What follows belongs to an exercise in optimizing a design on an open flow for small area and few clock cycles; a production flow would make more cautious choices.
Function was checked by simulation only, so behaviour that the tests miss may differ from the original.
No activity file was given, so power comes from the tool's default toggle rates.

== the reference run ==
// ubsp_top
module ubsp_top (
  input  logic        clk,
  input  logic        rst_n,
  input  logic        in_valid,
  output logic        in_stall,
  input  logic [7:0]  in_byte,
  input  logic        in_eos,
  output logic        out_valid,
  input  logic        out_stall,
  output logic [2:0]  out_kind,
  output logic [7:0]  out_char,
  output logic [30:0] out_seq_length,
  output logic        out_qual_ok,
  output logic [3:0]  out_error_code,
  output logic        out_last
);
Size: ~970 cells after synthesis, ~120 flip-flops, about 63 I/O pins, about 8600 um^2 of cells after synthesis.
export LEC_CHECK = 0
export CAP_MARGIN = 20
export CORE_MARGIN = 2
export CORE_UTILIZATION = 50
export PLACE_DENSITY = 0.65
export SLEW_MARGIN = 20
create_clock -name core_clock -period 8.0 [get_ports {clk}]
standard.sh (not shown) runs the stock make flow with config.mk's settings and CLKGATE_MAP_FILE= SYNTH_SCRIPT=/design/flow/synth_recipe.tcl, a recipe that flattens the netlist after the stock synthesis.
==> flow/flow/run.sh <==
#!/bin/bash
# The standard layout (standard.sh), with three changes:
#  - synthesis maps the combinational logic with an area-oriented ABC script
#    (flow/abc.script in place of ORFS's abc_speed.script); the synthesis
#    script, registers and everything after synthesis are ORFS's own;
#  - the port buffers that placement puts on every input and output are
#    sky130_fd_sc_hd__buf_1;
#  - clock tree synthesis uses clkbuf_8 and no dummy loads.
# Each tool's output is in the logs under orfs/logs; make's own output is in
# standard_flow.log.
set -euo pipefail
here=$(pwd)
rm -rf "$here/scripts_abc"
cp -r "$FLOW_HOME/scripts" "$here/scripts_abc"
cp "$here/flow/abc.script" "$here/scripts_abc/abc_speed.script"
bash "$here/standard.sh" SCRIPTS_DIR="$here/scripts_abc" \
  "BUFFER_PORTS_ARGS=-buffer_cell sky130_fd_sc_hd__buf_1" \
  "CTS_ARGS=-sink_clustering_enable -repair_clock_nets -buf_list sky130_fd_sc_hd__clkbuf_8 -dont_use_dummy_load" \
  finish > "$here/standard_flow.log" 2>&1
==> flow/flow/abc.script <==
strash
ifraig
scorr
dc2
strash
&get -n
&deepsyn -T 150
&put
strash
&get -n
&dch -f
&nf -R 1000
&put
Testbench counts of the reference run, summed over its fixed seeds: cycles 365,892.
Inputs modified between the reference run and the trial run:
==> flow/flow/abc.script <==
strash
ifraig
scorr
dc2
strash
&get -n
&deepsyn -T 60
&put
strash
&get -n
&dch -f
&nf -R 1000
&put
==> results.txt <==
Maximum fanout encountered on the critical timing path in the trial run is 2 higher than in the reference run. The trial run -> the reference run: die span in x flat. Run comparison: the trial run cell type of the slowest stage on the worst timing path sky130_fd_sc_hd__edfxtp_1; the reference run cell type of the slowest stage on the worst timing path sky130_fd_sc_hd__o311ai_0. The minimum period implied by the final worst setup slack in the trial run sits 1.24 ns below the value recorded for the reference run. Comparing the trial run and the reference run, the lower post-route fraction of the period consumed by the critical path was measured on the trial run.

Starting RTL as in the previous note.
Settings: LEC_CHECK=0, CAP_MARGIN=20, CORE_MARGIN=2, CORE_UTILIZATION=60, PLACE_DENSITY=0.7, SLEW_MARGIN=20; clock period 8.0 ns.
==> flow/flow/abc.script <==
strash
ifraig
scorr
dc2
strash
&get -n
&deepsyn -T 60
&put
strash
&get -n
&dch -f
&nf -R 1000
&put
Scripts as last shown in full above: flow/flow/run.sh
Testbench counts at the start, summed over its fixed seeds: cycles 365,892.
Change:
--- a/flow/flow/abc.script
+++ b/flow/flow/abc.script
@@ -7 +7 @@
-&deepsyn -T 60
+&deepsyn -T 300
Outcome: Design area stays flat. Area after synthesis stays flat. Fmax rose by 15%. Routed wire length shrinks by 2.1%. Critical path depth is lower by 1. Global-route usage came out lower by 0.30 points. Worst setup slack is better by 0.88 ns. Power rose by 5.2%. Count of clock-buffer cells in the layout does not change. Clock skew drops by 0.0088 ns. Sequential share of layout area stays flat.
Change:
==> flow/flow/abc.script (replaced) <==
strash
ifraig
scorr
dc2
strash
&get -n
&deepsyn -T 150
&put
strash
&get -n
&dch -f
&nf -R 1000
&put
Combinational power came out lower by about 15%.
Core utilization came out higher by 0.31 points.
Power came out lower by 8.9%.
Cell count came out lower by about 1.2%.
Final area stays flat.
Die area is about the same.
Synthesized area is about the same.
Worst hold slack is better by 0.010 ns.
Setup slack is worse by 0.94 ns.
Via count came out higher by 1.6%.

==> separate check: timing with driven ports <==
How much do the figures lean on ideal ports? The routed layouts below were timed once more, with nothing changed but the port constraints. Step 1 (the two cells are an assumption about what drives the block):
set clk [get_ports {clk}]
set_driving_cell -lib_cell sky130_fd_sc_hd__clkbuf_16 $clk
set_driving_cell -lib_cell sky130_fd_sc_hd__buf_2 [delete_from_list [all_inputs] $clk]
Step 2 times the ports against the registers' clock, not the clock port: input delays grow and output delays shrink by t, the midpoint of the rising clock arrivals with the driver on. Three values: ideal, step 1, step 2; two values: the first two.
| run | t, ns | setup slack, ns | slew at the worst register clock pin (ns) |
|---|---|---|---|
| the reference run | 0.483 | 1.162 / 1.122 / 1.489 | 0.08 / 0.08 |
| the trial run | 0.491 | 2.405 / 2.363 / 2.296 | 0.09 / 0.09 |
| the first run of note 2 | 0.493 | 1.174 / 1.174 / 1.131 | 0.08 / 0.08 |
| the second run of note 2 | 0.498 | 2.050 / 2.009 / 2.186 | 0.07 / 0.07 |
| the third run of note 2 | 0.486 | 1.106 / 1.069 / 1.396 | 0.08 / 0.08 |
After both steps every run listed still meets setup and hold. For the trial run, which loses most, drivers alone change the setup slack by -0.042 ns; drivers and shift together by -0.109 ns.
